Context: an optimization exercise on an open-source flow, tuned for small area, a short achievable clock period and few clock cycles per item. The choices shown serve that exercise and are no tape-out recipe.
No functional check of the RTL was part of any run shown here.

$ cat flow/config.mk
export PLATFORM = sky130hd
export DESIGN_NAME = systolic_mm_top
export DESIGN_NICKNAME = systolic_mm_top
export VERILOG_FILES = /design/flow/design.v
export SDC_FILE = /design/flow/constraint.sdc
export NUM_CORES = 4
export LEC_CHECK = 0
export CAP_MARGIN = 20
export CORE_MARGIN = 2
export CORE_UTILIZATION = 45
export SLEW_MARGIN = 20
$ cat flow/constraint.sdc
create_clock -name core_clock -period 7.0 [get_ports {clk}]
set_input_delay 1.4000 -clock core_clock [delete_from_list [all_inputs] [get_ports {clk}]]
set_output_delay 1.4000 -clock core_clock [all_outputs]
set_load 0.01 [all_outputs]
$ cat flow/design.v
package systolic_pkg;
   typedef enum logic [1:0] {
      IDLE  = 2'd0,
      LOAD  = 2'd1,
      DRAIN = 2'd2,
      DONE  = 2'd3
   } state_e;
   function automatic integer clog2(input integer value);
      clog2 = $clog2(value);
   endfunction
   function automatic integer acc_width(input integer data_width, input integer size);
      acc_width = (2 * data_width) + $clog2(size);
   endfunction
endpackage
module systolic_pe_acc (
   input  logic [7:0]  a,
   input  logic [3:0]  one,
   input  logic [3:0]  two,
   input  logic [3:0]  neg,
   input  logic [17:0] acc_in,
   output logic [17:0] sum
);
   logic pp0_0, pp0_1, pp0_2, pp0_3, pp0_4, pp0_5, pp0_6, pp0_7, pp0_8, pp1_0, pp1_1, pp1_2, pp1_3, pp1_4, pp1_5, pp1_6, pp1_7, pp1_8, pp2_0, pp2_1, pp2_2, pp2_3, pp2_4, pp2_5, pp2_6, pp2_7, pp2_8, pp3_0, pp3_1, pp3_2, pp3_3, pp3_4, pp3_5, pp3_6, pp3_7, pp3_8, s1, c2, s3, c4, s5, c6, s7, c8, s9, c10, s11, c12, s13, c14, s15, c16, s17, c18, s19, c20, s21, c22, s23, c24, s25, c26, s27, c28, s29, c30, s31, c32, s33, c34, s35, c36, s37, c38, s39, c40, s41, c42, s43, c44, s45, c46, s47, c48, s49, c50, s51, c52, s53, c54, s55, c56, s57, c58, s59, c60, s61, c62, s63, c64, s65, c66, s67, c68, s69, c70, s71, c72, s73, c74, s75, c76, s77, c78, s79, c80, s81, c82, s83, c84;
   assign pp0_0 = (one[0] & a[0]) ^ neg[0];
   assign pp0_1 = ((one[0] & a[1]) | (two[0] & a[0])) ^ neg[0];
   assign pp0_2 = ((one[0] & a[2]) | (two[0] & a[1])) ^ neg[0];
   assign pp0_3 = ((one[0] & a[3]) | (two[0] & a[2])) ^ neg[0];
   assign pp0_4 = ((one[0] & a[4]) | (two[0] & a[3])) ^ neg[0];
   assign pp0_5 = ((one[0] & a[5]) | (two[0] & a[4])) ^ neg[0];
   assign pp0_6 = ((one[0] & a[6]) | (two[0] & a[5])) ^ neg[0];
   assign pp0_7 = ((one[0] & a[7]) | (two[0] & a[6])) ^ neg[0];
   assign pp0_8 = ~(((one[0] & a[7]) | (two[0] & a[7])) ^ neg[0]);
   assign pp1_0 = (one[1] & a[0]) ^ neg[1];
   assign pp1_1 = ((one[1] & a[1]) | (two[1] & a[0])) ^ neg[1];
   assign pp1_2 = ((one[1] & a[2]) | (two[1] & a[1])) ^ neg[1];
   assign pp1_3 = ((one[1] & a[3]) | (two[1] & a[2])) ^ neg[1];
   assign pp1_4 = ((one[1] & a[4]) | (two[1] & a[3])) ^ neg[1];
   assign pp1_5 = ((one[1] & a[5]) | (two[1] & a[4])) ^ neg[1];
   assign pp1_6 = ((one[1] & a[6]) | (two[1] & a[5])) ^ neg[1];
   assign pp1_7 = ((one[1] & a[7]) | (two[1] & a[6])) ^ neg[1];
   assign pp1_8 = ~(((one[1] & a[7]) | (two[1] & a[7])) ^ neg[1]);
   assign pp2_0 = (one[2] & a[0]) ^ neg[2];
   assign pp2_1 = ((one[2] & a[1]) | (two[2] & a[0])) ^ neg[2];
   assign pp2_2 = ((one[2] & a[2]) | (two[2] & a[1])) ^ neg[2];
   assign pp2_3 = ((one[2] & a[3]) | (two[2] & a[2])) ^ neg[2];
   assign pp2_4 = ((one[2] & a[4]) | (two[2] & a[3])) ^ neg[2];
   assign pp2_5 = ((one[2] & a[5]) | (two[2] & a[4])) ^ neg[2];
   assign pp2_6 = ((one[2] & a[6]) | (two[2] & a[5])) ^ neg[2];
   assign pp2_7 = ((one[2] & a[7]) | (two[2] & a[6])) ^ neg[2];
   assign pp2_8 = ~(((one[2] & a[7]) | (two[2] & a[7])) ^ neg[2]);
   assign pp3_0 = (one[3] & a[0]) ^ neg[3];
   assign pp3_1 = ((one[3] & a[1]) | (two[3] & a[0])) ^ neg[3];
   assign pp3_2 = ((one[3] & a[2]) | (two[3] & a[1])) ^ neg[3];
   assign pp3_3 = ((one[3] & a[3]) | (two[3] & a[2])) ^ neg[3];
   assign pp3_4 = ((one[3] & a[4]) | (two[3] & a[3])) ^ neg[3];
   assign pp3_5 = ((one[3] & a[5]) | (two[3] & a[4])) ^ neg[3];
   assign pp3_6 = ((one[3] & a[6]) | (two[3] & a[5])) ^ neg[3];
   assign pp3_7 = ((one[3] & a[7]) | (two[3] & a[6])) ^ neg[3];
   assign pp3_8 = ~(((one[3] & a[7]) | (two[3] & a[7])) ^ neg[3]);
   assign s1 = acc_in[4] ^ pp0_4;
   assign c2 = acc_in[4] & pp0_4;
   assign s3 = acc_in[5] ^ pp0_5;
   assign c4 = acc_in[5] & pp0_5;
   assign s5 = acc_in[6] ^ pp0_6 ^ pp1_4;
   assign c6 = (acc_in[6] & pp0_6) | (acc_in[6] & pp1_4) | (pp0_6 & pp1_4);
   assign s7 = pp2_2 ^ pp3_0;
   assign c8 = pp2_2 & pp3_0;
   assign s9 = acc_in[7] ^ pp0_7 ^ pp1_5;
   assign c10 = (acc_in[7] & pp0_7) | (acc_in[7] & pp1_5) | (pp0_7 & pp1_5);
   assign s11 = pp2_3 ^ pp3_1;
   assign c12 = pp2_3 & pp3_1;
   assign s13 = acc_in[8] ^ pp0_8 ^ pp1_6;
   assign c14 = (acc_in[8] & pp0_8) | (acc_in[8] & pp1_6) | (pp0_8 & pp1_6);
   assign s15 = pp2_4 ^ pp3_2 ^ 1'b1;
   assign c16 = (pp2_4 & pp3_2) | (pp2_4 & 1'b1) | (pp3_2 & 1'b1);
   assign s17 = acc_in[9] ^ pp1_7 ^ pp2_5;
   assign c18 = (acc_in[9] & pp1_7) | (acc_in[9] & pp2_5) | (pp1_7 & pp2_5);
   assign s19 = pp3_3 ^ 1'b1;
   assign c20 = pp3_3 & 1'b1;
   assign s21 = acc_in[10] ^ pp1_8 ^ pp2_6;
   assign c22 = (acc_in[10] & pp1_8) | (acc_in[10] & pp2_6) | (pp1_8 & pp2_6);
   assign s23 = acc_in[11] ^ pp2_7;
   assign c24 = acc_in[11] & pp2_7;
   assign s25 = acc_in[2] ^ pp0_2;
   assign c26 = acc_in[2] & pp0_2;
   assign s27 = acc_in[3] ^ pp0_3;
   assign c28 = acc_in[3] & pp0_3;
   assign s29 = s1 ^ pp1_2 ^ pp2_0;
   assign c30 = (s1 & pp1_2) | (s1 & pp2_0) | (pp1_2 & pp2_0);
   assign s31 = c2 ^ s3 ^ pp1_3;
   assign c32 = (c2 & s3) | (c2 & pp1_3) | (s3 & pp1_3);
   assign s33 = c4 ^ s5 ^ s7;
   assign c34 = (c4 & s5) | (c4 & s7) | (s5 & s7);
   assign s35 = c6 ^ c8 ^ s9;
   assign c36 = (c6 & c8) | (c6 & s9) | (c8 & s9);
   assign s37 = c10 ^ c12 ^ s13;
   assign c38 = (c10 & c12) | (c10 & s13) | (c12 & s13);
   assign s39 = c14 ^ c16 ^ s17;
   assign c40 = (c14 & c16) | (c14 & s17) | (c16 & s17);
   assign s41 = c18 ^ c20 ^ s21;
   assign c42 = (c18 & c20) | (c18 & s21) | (c20 & s21);
   assign s43 = c22 ^ s23 ^ pp3_5;
   assign c44 = (c22 & s23) | (c22 & pp3_5) | (s23 & pp3_5);
   assign s45 = c24 ^ acc_in[12] ^ pp2_8;
   assign c46 = (c24 & acc_in[12]) | (c24 & pp2_8) | (acc_in[12] & pp2_8);
   assign s47 = acc_in[13] ^ pp3_7;
   assign c48 = acc_in[13] & pp3_7;
   assign s49 = acc_in[0] ^ pp0_0;
   assign c50 = acc_in[0] & pp0_0;
   assign s51 = acc_in[1] ^ pp0_1;
   assign c52 = acc_in[1] & pp0_1;
   assign s53 = s25 ^ pp1_0 ^ neg[1];
   assign c54 = (s25 & pp1_0) | (s25 & neg[1]) | (pp1_0 & neg[1]);
   assign s55 = c26 ^ s27 ^ pp1_1;
   assign c56 = (c26 & s27) | (c26 & pp1_1) | (s27 & pp1_1);
   assign s57 = c28 ^ s29 ^ neg[2];
   assign c58 = (c28 & s29) | (c28 & neg[2]) | (s29 & neg[2]);
   assign s59 = c30 ^ s31 ^ pp2_1;
   assign c60 = (c30 & s31) | (c30 & pp2_1) | (s31 & pp2_1);
   assign s61 = c32 ^ s33 ^ neg[3];
   assign c62 = (c32 & s33) | (c32 & neg[3]) | (s33 & neg[3]);
   assign s63 = c34 ^ s35 ^ s11;
   assign c64 = (c34 & s35) | (c34 & s11) | (s35 & s11);
   assign s65 = c36 ^ s37 ^ s15;
   assign c66 = (c36 & s37) | (c36 & s15) | (s37 & s15);
   assign s67 = c38 ^ s39 ^ s19;
   assign c68 = (c38 & s39) | (c38 & s19) | (s39 & s19);
   assign s69 = c40 ^ s41 ^ pp3_4;
   assign c70 = (c40 & s41) | (c40 & pp3_4) | (s41 & pp3_4);
   assign s71 = c42 ^ s43 ^ 1'b1;
   assign c72 = (c42 & s43) | (c42 & 1'b1) | (s43 & 1'b1);
   assign s73 = c44 ^ s45 ^ pp3_6;
   assign c74 = (c44 & s45) | (c44 & pp3_6) | (s45 & pp3_6);
   assign s75 = c46 ^ s47 ^ 1'b1;
   assign c76 = (c46 & s47) | (c46 & 1'b1) | (s47 & 1'b1);
   assign s77 = c48 ^ acc_in[14] ^ pp3_8;
   assign c78 = (c48 & acc_in[14]) | (c48 & pp3_8) | (acc_in[14] & pp3_8);
   assign s79 = acc_in[15] ^ 1'b1;
   assign c80 = acc_in[15] & 1'b1;
   assign s81 = acc_in[16] ^ 1'b1;
   assign c82 = acc_in[16] & 1'b1;
   assign s83 = acc_in[17] ^ 1'b1;
   assign c84 = acc_in[17] & 1'b1;
   assign sum = {c82, c80, c78, c76, c74, c72, c70, c68, c66, c64, c62, c60, c58, c56, c54, c52, c50, s49} + {s83, s81, s79, s77, s75, s73, s71, s69, s67, s65, s63, s61, s59, s57, s55, s53, s51, neg[0]};
endmodule
module systolic_mm_engine (
   input  logic         clk,
   input  logic         rst,
   input  logic         in_valid,
   output logic         in_ready,
   input  logic [31:0]  a_col,
   input  logic [31:0]  b_row,
   output logic         out_valid,
   input  logic         out_ready,
   output logic [287:0] c,
   output logic         busy
);
   logic [1:0]   kcnt_q;       
   logic         v1_q;         
   logic         first1_q;     
   logic         last1_q;      
   logic         ov_q;         
   logic [31:0]  a1_q;
   logic [31:0]  b1_q;
   logic [287:0] acc_q;
   logic stall, accept, fire;
   assign stall    = v1_q & ov_q & ~out_ready;
   assign in_ready = ~stall;
   assign accept   = in_valid & ~stall;
   assign fire     = v1_q & ~stall;
   always_ff @(posedge clk or negedge rst) begin
      if (!rst) begin
         kcnt_q   <= 2'd0;
         v1_q     <= 1'b0;
         first1_q <= 1'b0;
         last1_q  <= 1'b0;
         ov_q     <= 1'b0;
      end else begin
         if (accept) kcnt_q <= kcnt_q + 2'd1;
         if (!stall) begin
            v1_q     <= accept;
            first1_q <= (kcnt_q == 2'd0);
            last1_q  <= (kcnt_q == 2'd3);
         end
         if (fire && last1_q) ov_q <= 1'b1;
         else if (out_ready)  ov_q <= 1'b0;
      end
   end
   always_ff @(posedge clk) begin
      if (!stall) begin
         a1_q <= a_col;
         b1_q <= b_row;
      end
   end
   logic [3:0] one_s [4];
   logic [3:0] two_s [4];
   logic [3:0] neg_s [4];
   for (genvar j = 0; j < 4; j++) begin : g_enc
      logic [8:0] bx;
      assign bx = {b1_q[j*8 +: 8], 1'b0};
      for (genvar k = 0; k < 4; k++) begin : g_dig
         assign neg_s[j][k] = bx[2*k+2];
         assign one_s[j][k] = bx[2*k+1] ^ bx[2*k];
         assign two_s[j][k] = (bx[2*k+2] & ~bx[2*k+1] & ~bx[2*k]) |
                              (~bx[2*k+2] & bx[2*k+1] & bx[2*k]);
      end
   end
   for (genvar i = 0; i < 4; i++) begin : g_row
      for (genvar j = 0; j < 4; j++) begin : g_col
         localparam int IDX = (i*4 + j) * 18;
         logic [17:0] acc_in, sum;
         assign acc_in = first1_q ? 18'd0 : acc_q[IDX +: 18];
         systolic_pe_acc u_pe (
            .a      (a1_q[i*8 +: 8]),
            .one    (one_s[j]),
            .two    (two_s[j]),
            .neg    (neg_s[j]),
            .acc_in (acc_in),
            .sum    (sum)
         );
         always_ff @(posedge clk) begin
            if (fire) acc_q[IDX +: 18] <= sum;
         end
      end
   end
   assign c         = acc_q;
   assign out_valid = ov_q;
   assign busy      = v1_q | ov_q | (kcnt_q != 2'd0);
endmodule
module systolic_mm_top (
   input  logic         clk,
   input  logic         rst,
   input  logic         in_valid,
   output logic         in_ready,
   input  logic [31:0]  a_col,
   input  logic [31:0]  b_row,
   output logic         out_valid,
   input  logic         out_ready,
   output logic [287:0] c,
   output logic         busy
);
   systolic_mm_engine u_engine (
      .clk       (clk),
      .rst       (rst),
      .in_valid  (in_valid),
      .in_ready  (in_ready),
      .a_col     (a_col),
      .b_row     (b_row),
      .out_valid (out_valid),
      .out_ready (out_ready),
      .c         (c),
      .busy      (busy)
   );
endmodule
$ cat flow/run.sh
#!/bin/bash
# synth_recipe.tcl (not shown) runs the flow's synth.tcl, then flattens the netlist and writes it again
# the make line also repeats each setting of config.mk as NAME=value (left out here)
make -C /OpenROAD-flow-scripts/flow DESIGN_CONFIG=/design/flow/config.mk WORK_HOME=/design/flow/orfs CLKGATE_MAP_FILE= SYNTH_SCRIPT=/design/flow/synth_recipe.tcl finish
==> impl_metrics.toml, run 1 <==
[status]
status = "timing/DRC/antenna clean"

[route]
first_pass_iters = 7
drc = 0
via_count = 49400
vias_per_cell = 5.95
ant_nets = 0
routed_wl_mm = 184
drt_first_iter_violations = 4729
wl_per_cell_um = 22.1

[cells_and_area]
fin_util_pct = 50.9
final_cell_mix = "nor2_1, a21oi_1, inv_1"
fill_cells = 11500
final_nets = 7603
area_growth_pct = 12.0
final_common_cell = "nor2_1"
insertedDiodeCount = 0
layout-drive-gt1-share_pct = 5.14

[clock_tree]
postCtsSetupRepairBufs = 0
clock_latency_ns = 0.68
clockBufferDepth = 3
ctsHoldBuffers = 0
clkTransAtPathRegs_ns = 0.06
ctsResizeCount = 0
cts.sinks = 358
root_buffer = "clkbuf_16"
cts_buffers = 50
cts-htree-levels = 2
cts_tree = "built"

[sta]
maxSlewViolCount = 0
setup_viol = 0
slew_headroom_pct = 23.2
max_freq_ghz = 0.160
skew_ns = 0.0320
tns_ns = 0
rsz0062_at_grt = "false"
hold_viol = 0
min_period_ns = 6.24
fin_crit_sh_pct = 89.2
tightest_slew_ns = 1.15

[logic_synthesis]
async_reset_ff_share_pct = 1.68
syn_area_mm2 = 0.0546
syn_area_per_cell_um2 = 8.19
synth_warnings = 7
ys_dominant_reg_cell = "edfxtp_1"
syn_nets = 7616
netlist_instances = 6666
synth_edf_count = 352
yosys.cell_types.count = 80
ys_seq_area_share_pct = 19.6
yosys_register_bits = 358

[setup_path]
critPathMaxStageDelay_ns = 0.88
cp_top_family = "adder cells"
cp_data_required_time_ns = 7.41
cp.arrival_ns = 6.65
critPathBufInv = 3
crit_chain = "buf_4 -> xor2_1 -> and2_1 -> buf_4 -> a22oi_1 -> o21ai_0 -> fa_1 -> fa_1 -> fa_1 -> inv_1 -> ha_1 -> a21oi_1 -> o21ai_0 -> a41o_1 -> a211oi_1 -> o31ai_1 -> a21oi_1 -> xnor2_1"
crit_type = "reg -> reg"
cp_slowest_cell = "xor2_1"
crit_path_end_kind = "flop"
cp_max_fo = 25
startpoint_type = "flop"
crit_top_cell = "fa_1"

[global_routing]
antenna_found_initial = 5
grt_pass1_wl_mm = 281
grt_pass1_vias = 46100
grt_max_degree = 122
grt_overflow_total = 0
gr-usage-all-layers_pct = 28.7

[floorplanning]
die_area_mm2 = 0.124
fp-row-count = 127
die_w_um = 352
ios = 359
initial_core_util_pct = 45.4
die_h_um = 352
core-area_mm2 = 0.120

[place]
dp_hpwl_mm = 133
numPortBuffers = 358
gp_congestion = 0.907

[worst_hold_path]
hold_class = "reg -> reg"

[run]
drv_cap = 0
[layer usage]
metal	track usage (%)	wire length (um)
met1	41.1	82500
met2	44.4	80900
met3	4.08	13800
met4	9.83	6710
met5	0	34
[cells by family after synthesis]
logic type	after synthesis	synth area share, %
XOR/XNOR	372	5.97
flip-flops	358	19.6
adder cells (fa/ha/maj)	940	26.8
buffers and inverters	1204	8.30
AND/OR/NAND/NOR	1675	14.3
multiplexers	78	1.49
AO/OA/AOI/OAI	2039	23.5
[area by class of cell]
| cell class | count | area, um2 | area share, % |
|---|---|---|---|
| Timing Repair Buffer | 535 | 5110 | 8.37 |
| Clock buffer | 63 | 1430 | 2.33 |
| Tap cell | 1612 | 2020 | 3.30 |
| Clock inverter | 29 | 239 | 0.391 |
| Inverter | 604 | 2270 | 3.71 |
| Multi-Input combinational cell | 5104 | 39300 | 64.4 |
| Sequential cell | 358 | 10700 | 17.5 |
[synthesized netlist by cell type (47+ instances only)]
cell type    n  area share, %
nor2b_1    229            2.6
buf_1      148            1.0
ha_1       482             11
maj3_1      58            1.1
inv_1      600            4.1
xnor2_1    245            3.9
o22ai_1    202            2.3
a211oi_1    73            1.0
a221oi_1   157            2.5
o21ai_0    417            3.8
fa_1       400             15
mux2i_1     53           0.97
a21oi_1    631            5.8
clkbuf_1   444            3.1
xor2_1     127            2.0
edfxtp_1   352             19
nor2_1     670            4.6
nand2b_1   137            1.6
nand3_1     65           0.60
a21o_1     111            1.5
o211ai_1    47           0.65
a22oi_1    122            1.7
nand2_1    367            2.5
[through the flow]
step                      instances  cell area, um2  setup slack, ns  hold slack (ns)
after global routing           8305           61100            0.566            0.525
after detailed placement       8213           59500            0.904            0.460
after floorplan                6666           54600             1.52            0.445
after global placement         8211           59400            0.908            0.463
after CTS                      8305           61100            0.876            0.473
final                          8305           61100            0.757            0.474
[flip-flops by register name, summed over array words and instances (netlist names)]
register           cells
u_engine.a1_q         32
u_engine.acc_q       288
u_engine.b1_q         32
u_engine.first1_q      1
u_engine.kcnt_q        2
u_engine.last1_q       1
u_engine.ov_q          1
u_engine.v1_q          1
[worst paths after layout]
kind,start,to,slack (ns),depth (start not counted)
worst max-delay path,u_engine.b1_q[26],u_engine.acc_q[142],0.76,18
worst min-delay path,u_engine.last1_q,u_engine.ov_q,0.47,2
worst max register to register,u_engine.b1_q[26],u_engine.acc_q[142],0.76,18
worst min register to register,u_engine.last1_q,u_engine.ov_q,0.47,2
max in group asynchronous,rst,u_engine.first1_q,5.78,1
min in group asynchronous,rst,u_engine.first1_q,0.98,1
[worst min-delay path, cell delays in order (launching register included)]
cell and delay (ns):
dfrtp_1 0.34, nand2_1 0.05, nand2_1 0.05
==> run 2: changes to the inputs <==
--- a/flow/config.mk
+++ b/flow/config.mk
@@ -9,3 +9,4 @@
 export CORE_MARGIN = 2
 export CORE_UTILIZATION = 45
+export SETUP_SLACK_MARGIN = 2
 export SLEW_MARGIN = 20
==> impl_metrics.toml, run 2 <==
[sta]
min_period_ns = 4.91
tns_ns = 0
rsz0062_at_grt = "true"
tightest_slew_ns = 0.867
slew_headroom_pct = 41.6
max_freq_ghz = 0.204
fin_crit_sh_pct = 70.1
hold_viol = 0
skew_ns = 0.0262
setup_viol = 0
maxSlewViolCount = 0

[place]
post-place-cells = 8223
numPortBuffers = 358
place_area_mm2 = 0.0595
dp_hpwl_mm = 133
gp_congestion = 0.892

[global_routing]
antenna_found_initial = 2
grt_pass1_vias = 47600
grt_max_degree = 111
grt_pass1_wl_mm = 286
gr-usage-all-layers_pct = 29.3
grt_overflow_total = 0

[floorplanning]
die_w_um = 352
fp-row-count = 127
die_h_um = 352
initial_core_util_pct = 45.4
die_area_mm2 = 0.124
ios = 359
core-area_mm2 = 0.120

[logic_synthesis]
netlist_instances = 6666
synth_edf_count = 352
yosys-top-cells-area = "edfxtp_1, fa_1, ha_1"
synth_top_area_share_pct = 19.4
syn_area_mm2 = 0.0546
ys_dominant_reg_cell = "edfxtp_1"
yosys.cell_types.count = 80
synth_most_common_cell = "nor2_1"
syn_area_per_cell_um2 = 8.19
async_reset_ff_share_pct = 1.68
synth_warnings = 7
yosys_register_bits = 358
yosysTopAreaCell = "edfxtp_1"
ys_seq_area_share_pct = 19.6
syn_nets = 7616
synth_common_cells = "nor2_1, a21oi_1, inv_1"

[clock_tree]
cts.sinks = 358
cts_buffers = 48
clock_latency_ns = 0.66
root_buffer = "clkbuf_16"
clockBufferDepth = 3
ctsHoldBuffers = 0
cts_tree = "built"
clkTransAtPathRegs_ns = 0.06
cts-htree-levels = 2

[cells_and_area]
final_common_cell = "nor2_1"
multi_input_area_mm2 = 0.0408
fin_util_pct = 54.0
regMostFlops = "u_engine.acc_q"
final_nets = 7800
largestRegisters = "u_engine.acc_q x288, u_engine.a1_q x32, u_engine.b1_q x32"
instances_no_fill = 8502
final_cell_mix = "nor2_1, a21oi_1, inv_1"
design_area_mm2 = 0.0649
fill_cells = 11200
layout-drive-gt1-share_pct = 11.1
largest_reg_flops = 288
final-seq-area_mm2 = 0.0107
area_growth_pct = 19.0

[setup_path]
cp_data_required_time_ns = 7.41
crit_path_end_kind = "flop"
crit_type = "reg -> reg"
cp_max_fo = 14
rr_worst_depth = 20
cp.arrival_ns = 5.32
startpoint_type = "flop"

[route]
drc = 0
routed_wl_mm = 191
first_pass_iters = 6
via_count = 50900
wl_per_cell_um = 22.5
ant_nets = 0
vias_per_cell = 5.99
drt_first_iter_violations = 5452

[worst_hold_path]
hold_class = "reg -> reg"
hold-path-cell-count = 2

[status]
status = "timing/DRC/antenna clean"

[run]
drv_cap = 0
[run 2: cell counts after synthesis]
No cell type changed its count.
[run 2: repair_timing]
action,in CTS,in global routing
pin swaps,9,60
hold endpoints to repair,0,0
resized for setup,138,329
buffers inserted,85,84
cloned,6,14
endpoints found under the setup margin,142,101
[run 2: final timing paths]
kind / start / endpoint / slack, ns
worst max register to register: u_engine.b1_q[1] / u_engine.acc_q[160] / 2.09
worst min register to register: u_engine.last1_q / u_engine.ov_q / 0.48
worst min-delay path: u_engine.last1_q / u_engine.ov_q / 0.48
min in group asynchronous: rst / u_engine.v1_q / 0.99
worst max-delay path: u_engine.b1_q[1] / u_engine.acc_q[160] / 2.09
max in group asynchronous: rst / u_engine.first1_q / 5.75
[run 2: logic make-up (layout without fill, tap and decap cells)]
| family | count (synthesis) | after routing | share of synthesized area, % |
|---|---|---|---|
| AO/OA/AOI/OAI | 2039 | 2039 | 23.5 |
| XOR/XNOR | 372 | 372 | 5.97 |
| adder cells (fa/ha/maj) | 940 | 940 | 26.8 |
| buffers and inverters | 1204 | 1422 | 8.30 |
| flip-flops | 358 | 358 | 19.6 |
| multiplexers | 78 | 78 | 1.49 |
| other | 0 | 1 | 0 |
| AND/OR/NAND/NOR | 1675 | 1680 | 14.3 |
[run 2: per-stage QoR]
step | hold WS [ns] | setup WS, ns
4_1_cts | 0.494 | 1.95
3_5_place_dp | 0.481 | 1.20
5_1_grt | 0.532 | 1.92
2_1_floorplan | 0.445 | 2.01
6_report | 0.484 | 2.09
3_3_place_gp | 0.469 | 1.27
[run 2: cell type report]
class	instances	area share, %
Tap cell	1612	3.11
Multi-Input combinational cell	5109	62.9
Sequential cell	358	16.5
Antenna cell	1	0.00386
Inverter	604	3.53
Timing Repair inverter	2	0.0154
Timing Repair Buffer	727	11.3
Clock buffer	52	1.91
Clock inverter	37	0.657
[run 2: metal layers]
| metal | share of wire (%) | vias to the layer above | global-route usage [%] |
|---|---|---|---|
| met5 | 0 | - | 0 |
| met4 | 4.3 | 0 | 11.5 |
| met3 | 8.2 | 356 | 4.09 |
| met2 | 44 | 2249 | 45.0 |
| met1 | 43 | 24500 | 41.5 |
| li1 | - | 23800 | - |
[run 2: worst max-delay path, stage by stage, from the launching register on]
cell and delay (ns):
edfxtp_1 0.61, buf_12 0.24, or2_4 0.31, buf_4 0.16, o21ai_0 0.08, nor2_1 0.07, nor2_1 0.13, a221oi_2 0.06
fa_1 0.50, inv_1 0.05, fa_1 0.38, fa_1 0.51, inv_1 0.04, ha_1 0.35, a21oi_1 0.21, a21oi_1 0.10
a211oi_2 0.25, a31oi_2 0.15, a21o_1 0.19, a21oi_1 0.17, xnor2_1 0.08
==> run 3: changes to the inputs <==
--- a/flow/config.mk
+++ b/flow/config.mk
@@ -9,4 +9,4 @@
 export CORE_MARGIN = 2
 export CORE_UTILIZATION = 45
-export SETUP_SLACK_MARGIN = 2
+export SETUP_SLACK_MARGIN = 3
 export SLEW_MARGIN = 20
==> impl_metrics.toml, run 3 <==
[worst_hold_path]
hold_class = "reg -> reg"
hold-path-cell-count = 2
hold_end = "u_engine.ov_q"
min-delay-start = "u_engine.last1_q"

[cells_and_area]
area_growth_pct = 36.8
largest_reg_flops = 288
fill_cells = 9959
final_nets = 8267
regMostFlops = "u_engine.acc_q"
instances_no_fill = 8968
final_common_cell = "nor2_1"
layout-drive-gt1-share_pct = 25.3
insertedDiodeCount = 0
design_area_mm2 = 0.0746
final_cell_mix = "nor2_1, inv_1, a21oi_1"
largestRegisters = "u_engine.acc_q x288, u_engine.a1_q x32, u_engine.b1_q x32"

[clock_tree]
clockBufferDepth = 3
cts-htree-levels = 2
cts_buffers = 48
cts.sinks = 358
cts_tree = "built"
clock_latency_ns = 0.68
ctsHoldBuffers = 0
root_buffer = "clkbuf_16"
clkTransAtPathRegs_ns = 0.06

[setup_path]
cp_data_required_time_ns = 7.41
cp_max_fo = 5
crit_top_cell = "buf_6"
startpoint_type = "flop"
r2r-start = "u_engine.b1_q[10]"
critPathMaxStageDelay_ns = 0.58
cp.arrival_ns = 5.23
rr_worst_depth = 19
cp_slowest_cell = "fa_1"
r2r_slack_ns = 2.19
crit_chain = "buf_6 -> buf_6 -> clkinvlp_4 -> buf_6 -> buf_6 -> buf_6 -> o311a_1 -> o22ai_2 -> fa_1 -> fa_1 -> inv_2 -> fa_1 -> ha_4 -> a21o_1 -> a21oi_2 -> o21ai_1 -> a221o_1 -> buf_4 -> xor2_1"
crit_path_end_kind = "flop"
crit_type = "reg -> reg"
r2r_end = "u_engine.acc_q[31]"

[place]
gp_congestion = 0.882
place_area_mm2 = 0.0606
dp_hpwl_mm = 133
numPortBuffers = 358
post-place-cells = 8222

[logic_synthesis]
syn_area_mm2 = 0.0546
yosysTopAreaCell = "edfxtp_1"
syn_nets = 7616
ys_dominant_reg_cell = "edfxtp_1"
synth_edf_count = 352
synthAdderAreaFrac_pct = 26.8
synth_common_cells = "nor2_1, a21oi_1, inv_1"
synth_mux_area_share_pct = 1.49
syn_area_per_cell_um2 = 8.19
yosys_register_bits = 358
synth_compound_area_share_pct = 23.5
synth-simple-area-share_pct = 14.3
async_reset_ff_share_pct = 1.68
synth_top_family_by_area = "adder cells"
yosys.cell_types.count = 80
synth_top_area_share_pct = 19.4
yosys-top-cells-area = "edfxtp_1, fa_1, ha_1"
synth-xor-area-share_pct = 5.97
synth_warnings = 7
ys_seq_area_share_pct = 19.6
synth_most_common_cell = "nor2_1"
netlist_instances = 6666

[sta]
setup_viol = 0
rsz0062_at_grt = "true"
skew_ns = 0.0426
min_period_ns = 4.81
tightest_slew_ns = 1.13
fin_crit_sh_pct = 68.7
tns_ns = 0
max_freq_ghz = 0.208
maxSlewViolCount = 0
hold_viol = 0
slew_headroom_pct = 24.9

[floorplanning]
initial_core_util_pct = 45.4
die_w_um = 352
die_h_um = 352
fp-row-count = 127
core-area_mm2 = 0.120
die_area_mm2 = 0.124
ios = 359

[route]
routed_wl_mm = 213
drt_first_iter_violations = 5968
wl_per_cell_um = 23.8
ant_nets = 0
drc = 0
vias_per_cell = 6.10
via_count = 54700
first_pass_iters = 8

[global_routing]
grt_pass1_vias = 51900
gr-usage-all-layers_pct = 32.4
antenna_found_initial = 6
grt_pass1_wl_mm = 315
grt_overflow_total = 0
grt_max_degree = 89

[run]
drv_cap = 0

[status]
status = "timing/DRC/antenna clean"
[run 3: cell types whose count changed in the layout (fill, tap and decap cells not counted), moves of 38 or more]
cell / change
o21ai_0: -97
inv_2: +67
buf_6: +130
ha_1: -78
inv_1: -70
nor2_1: -38
ha_4: +83
a21oi_2: +63
o21ai_2: +68
buf_12: +40
buf_4: +241
a21oi_1: -86
[run 3: routing by layer]
metal | vias up | share of wire [%] | track usage (%)
met5 | - | 0.0047 | 0
met4 | 2 | 4.8 | 13.1
met3 | 586 | 9.8 | 6.39
met2 | 2860 | 44 | 50.1
met1 | 26600 | 41 | 44.3
li1 | 24700 | - | -
[run 3: critical path: cells and delay by family (launching register included)]
kind	cells	cell delay, ns
flops	1	0.38
fa+ha+maj	4	1.77
compound gates	6	1.27
xor+xnor	1	0.14
buf+inv	8	0.96
[run 3: worst max path at each step]
stage	startpoint	endpoint	depth (start not counted)
global placement	u_engine.b1_q[11]	u_engine.acc_q[174]	18
global route	u_engine.b1_q[10]	u_engine.acc_q[35]	19
detailed placement	u_engine.b1_q[4]	u_engine.acc_q[233]	15
floorplan	u_engine.b1_q[1]	u_engine.acc_q[17]	18
CTS	u_engine.b1_q[10]	u_engine.acc_q[177]	22
finish	u_engine.b1_q[10]	u_engine.acc_q[31]	19
[run 3: logic make-up (layout without fill, tap and decap cells)]
family	Yosys count	count (layout)
multiplexers	78	78
buffers and inverters	1204	1883
AND/OR/NAND/NOR	1675	1686
flip-flops	358	358
XOR/XNOR	372	372
adder cells (fa/ha/maj)	940	940
AO/OA/AOI/OAI	2039	2039
[run 3: timing repair]
action | CTS | global route
endpoints found under the setup margin | 210 | 189
setup buffers | 444 | 162
hold endpoints to repair | 0 | 0
cloned | 45 | 6
gates resized for setup | 1000 | 407
pin swaps | 416 | 384
[run 3: final cells by class]
class | count | area (um2) | share of cell area [%]
clock buffers | 54 | 1240 | 1.67
clock inverters | 35 | 504 | 0.676
inverters | 604 | 2300 | 3.08
multi-input cells | 5115 | 45100 | 60.5
flip-flops and latches | 358 | 10700 | 14.4
well taps | 1612 | 2020 | 2.70
repair buffers | 1188 | 12700 | 17.0
repair inverters | 2 | 15.0 | 0.0201
[run 3: through the flow]
| stage | util, % | worst slack [ns] | hold slack, ns |
|---|---|---|---|
| 2_1_floorplan | - | 2.36 | 0.445 |
| 3_3_place_gp | 50.4 | 1.39 | 0.469 |
| 3_5_place_dp | 50.5 | 1.24 | 0.487 |
| 4_1_cts | 59.5 | 2.28 | 0.498 |
| 5_1_grt | 62.1 | 2.04 | 0.508 |
| 6_report | 62.1 | 2.19 | 0.492 |
==> run 4: changes to the inputs <==
--- a/flow/design.v
+++ b/flow/design.v
@@ -162,5 +162,4 @@
    logic         ov_q;         
    logic [31:0]  a1_q;
-   logic [31:0]  b1_q;
    logic [287:0] acc_q;
    logic stall, accept, fire;
@@ -187,8 +186,20 @@
       end
    end
+   logic [47:0] bd_s;     
+   logic [47:0] bd1_q;
+   for (genvar j = 0; j < 4; j++) begin : g_enc
+      logic [8:0] bx;
+      assign bx = {b_row[j*8 +: 8], 1'b0};
+      for (genvar k = 0; k < 4; k++) begin : g_dig
+         assign bd_s[(j*4+k)*3 + 2] = bx[2*k+2];
+         assign bd_s[(j*4+k)*3 + 0] = bx[2*k+1] ^ bx[2*k];
+         assign bd_s[(j*4+k)*3 + 1] = (bx[2*k+2] & ~bx[2*k+1] & ~bx[2*k]) |
+                                      (~bx[2*k+2] & bx[2*k+1] & bx[2*k]);
+      end
+   end
    always_ff @(posedge clk) begin
       if (!stall) begin
-         a1_q <= a_col;
-         b1_q <= b_row;
+         a1_q  <= a_col;
+         bd1_q <= bd_s;
       end
    end
@@ -196,12 +207,9 @@
    logic [3:0] two_s [4];
    logic [3:0] neg_s [4];
-   for (genvar j = 0; j < 4; j++) begin : g_enc
-      logic [8:0] bx;
-      assign bx = {b1_q[j*8 +: 8], 1'b0};
-      for (genvar k = 0; k < 4; k++) begin : g_dig
-         assign neg_s[j][k] = bx[2*k+2];
-         assign one_s[j][k] = bx[2*k+1] ^ bx[2*k];
-         assign two_s[j][k] = (bx[2*k+2] & ~bx[2*k+1] & ~bx[2*k]) |
-                              (~bx[2*k+2] & bx[2*k+1] & bx[2*k]);
+   for (genvar j = 0; j < 4; j++) begin : g_dig1
+      for (genvar k = 0; k < 4; k++) begin : g_k
+         assign one_s[j][k] = bd1_q[(j*4+k)*3 + 0];
+         assign two_s[j][k] = bd1_q[(j*4+k)*3 + 1];
+         assign neg_s[j][k] = bd1_q[(j*4+k)*3 + 2];
       end
    end
==> impl_metrics.toml, run 4 <==
[logic_synthesis]
syn_nets = 6081
ys_dominant_reg_cell = "edfxtp_1"
yosys_register_bits = 374
syn_area_per_cell_um2 = 9.54
syn_area_mm2 = 0.0490
yosys-top-cells-area = "edfxtp_1, fa_1, ha_1"
synth_top_area_share_pct = 22.6
netlist_instances = 5131
synth_most_common_cell = "inv_1"
synth_common_cells = "inv_1, xnor2_1, ha_1"
yosysTopAreaCell = "edfxtp_1"
synth_edf_count = 368
ys_seq_area_share_pct = 22.9
async_reset_ff_share_pct = 1.60
synth_warnings = 7
yosys.cell_types.count = 78

[global_routing]
grt_max_degree = 74
gr-usage-all-layers_pct = 29.1
antenna_found_initial = 5
grt_pass1_vias = 41200
grt_pass1_wl_mm = 251
grt_overflow_total = 0

[setup_path]
critical_path.startpoint = "u_engine.first1_q"
cp_data_required_time_ns = 7.39
critPathMaxStageDelay_ns = 0.56
critPathBufInv = 6
critical_path_depth = 18
cp_max_fo = 5
cp_slowest_cell = "fa_1"
crit_type = "reg -> reg"
r2r-start = "u_engine.first1_q"
cp.arrival_ns = 4.91
crit_path_end_kind = "flop"
crit_chain = "buf_12 -> buf_16 -> buf_12 -> buf_12 -> nor2b_4 -> ha_4 -> inv_2 -> fa_1 -> fa_1 -> inv_2 -> ha_4 -> nand2_2 -> or3b_4 -> nand4_1 -> a41o_4 -> nand3_4 -> a311oi_2 -> xor2_1"
rr_worst_depth = 18
crit_top_cell = "buf_12"
cp_top_family = "adder cells"
startpoint_type = "flop"

[clock_tree]
cts_buffers = 50
cts.sinks = 374
clock_latency_ns = 0.68
root_buffer = "clkbuf_16"
cts-htree-levels = 2
clockBufferDepth = 3
ctsHoldBuffers = 0
clkTransAtPathRegs_ns = 0.06
cts_tree = "built"

[cells_and_area]
fill_cells = 8899
largestRegisters = "u_engine.acc_q x288, u_engine.bd1_q x48, u_engine.a1_q x32"
regMostFlops = "u_engine.acc_q"
layout-drive-gt1-share_pct = 24.3
multi_input_area_mm2 = 0.0385
final_cell_mix = "inv_1, xnor2_1, fa_1"
final-seq-area_mm2 = 0.0112
final_common_cell = "inv_1"
largest_reg_flops = 288
area_growth_pct = 33.4
final_nets = 6714

[status]
status = "timing/DRC/antenna clean"

[floorplanning]
die_w_um = 334
ios = 359
die_h_um = 334
fp-row-count = 120
core-area_mm2 = 0.108
die_area_mm2 = 0.111
initial_core_util_pct = 45.5

[sta]
maxSlewViolCount = 0
skew_ns = 0.0380
tns_ns = 0
slew_headroom_pct = 41.3
hold_viol = 0
max_freq_ghz = 0.221
rsz0062_at_grt = "true"
fin_crit_sh_pct = 64.6
setup_viol = 0
min_period_ns = 4.52
tightest_slew_ns = 0.881

[place]
gp_congestion = 0.884
dp_hpwl_mm = 109
numPortBuffers = 358

[run]
drv_cap = 0

[worst_hold_path]
hold_class = "reg -> reg"
min-delay-start = "u_engine.last1_q"
hold-path-cell-count = 2

[route]
ant_nets = 0
drc = 0
vias_per_cell = 5.69
wl_per_cell_um = 23.3
drt_first_iter_violations = 3446
routed_wl_mm = 168
via_count = 41100
first_pass_iters = 6
## run 4: changes by cell type after synthesis, sizes merged, moves of 198 or more
cell / change
o22ai: -198
o21ai: -230
a22oi: +326
xnor2: +322
a21oi: -429
nor2: -535
## run 4: logic make-up (layout without fill, tap and decap cells)
| family | after synthesis | in the layout | share of synthesized area [%] |
|---|---|---|---|
| muxes | 19 | 19 | 0.437 |
| AOI/OAI and AO/OA | 1163 | 1163 | 16.2 |
| and+or+nand+nor | 851 | 851 | 9.13 |
| buffers and inverters | 1001 | 1676 | 7.68 |
| adders and majority gates | 882 | 882 | 28.7 |
| xor gates and xnor gates | 841 | 841 | 15.0 |
| DFF | 374 | 374 | 22.9 |
| other | 0 | 3 | 0 |
## run 4: area by class of cell
class                      count  area share [%]
tap                         1403            2.69
timing repair buffer         908            14.5
inverter                     674            3.92
antenna                        3          0.0115
clock inverter                27           0.521
sequential                   374            17.2
clock buffer                  67            2.29
multi-input combinational   3756            59.0
## run 4: repair_timing
item | CTS | global route
setup buffers | 303 | 105
cloned | 15 | 5
pin swaps | 327 | 331
setup endpoints to repair | 201 | 165
resized for setup | 615 | 413
## run 4: layer usage
metal / global-route usage (%) / up-vias / part of all wire, %
met5: 0 / - / 0
met4: 9.04 / 0 / 3.9
met3: 4.18 / 326 / 6.9
met2: 47.7 / 1530 / 47
met1: 39.8 / 20500 / 43
li1: - / 18700 / -
## run 4: final timing paths
check	slack, ns	end
worst max-delay path	2.48	u_engine.acc_q[193]
worst min-delay path	0.49	u_engine.ov_q
worst max register to register	2.48	u_engine.acc_q[193]
worst min register to register	0.49	u_engine.ov_q
max in group asynchronous	5.78	u_engine.first1_q
min in group asynchronous	0.97	u_engine.v1_q
## run 4: worst register-to-register path, cell delays in order (launching register included)
cell and delay (ns):
dfrtp_4 0.50, buf_12 0.17, buf_16 0.16, buf_12 0.14, buf_12 0.14, nor2b_4 0.14, ha_4 0.21, inv_2 0.05
fa_1 0.43, fa_1 0.56, inv_2 0.05, ha_4 0.27, nand2_2 0.06, or3b_4 0.39, nand4_1 0.16, a41o_4 0.25
nand3_4 0.09, a311oi_2 0.35, xor2_1 0.12
## run 4: metrics by stage
step	instance area, um2	utilization (%)	worst slack [ns]	hold slack (ns)	std cells
after floorplan	50700	-	2.20	0.445	5131
after global placement	55000	51.2	1.96	0.466	6685
after detailed placement	55000	51.2	1.88	0.471	6687
after CTS	62600	58.2	2.56	0.484	7099
after global routing	65300	60.8	2.38	0.526	7209
final	65300	60.8	2.48	0.486	7212

separate check: timing with driven ports:
Ports are ideal in the flow. The routed layouts listed here were re-timed in OpenROAD.
Step 1, drivers: a clkbuf_16 drives clk and a buf_2 each remaining input, both assumed.
Step 2, shift: input delay + t, output delay - t, t = (earliest + latest rising clock arrival at the registers) / 2. This alone moves slack from input paths to output paths.
Three values: ideal, step 1, step 2; two values: the first two.
run	t, ns	setup WS [ns]	pins driven straight from the clock port
run 1	0.736	0.757 / 0.757 / 0.757	1
run 2	0.727	2.092 / 2.092 / 2.092	1
run 3	0.739	2.189 / 2.189 / 2.189	1
run 4	0.738	2.481 / 2.481 / 2.481	1
After both steps every run listed still meets setup and hold.
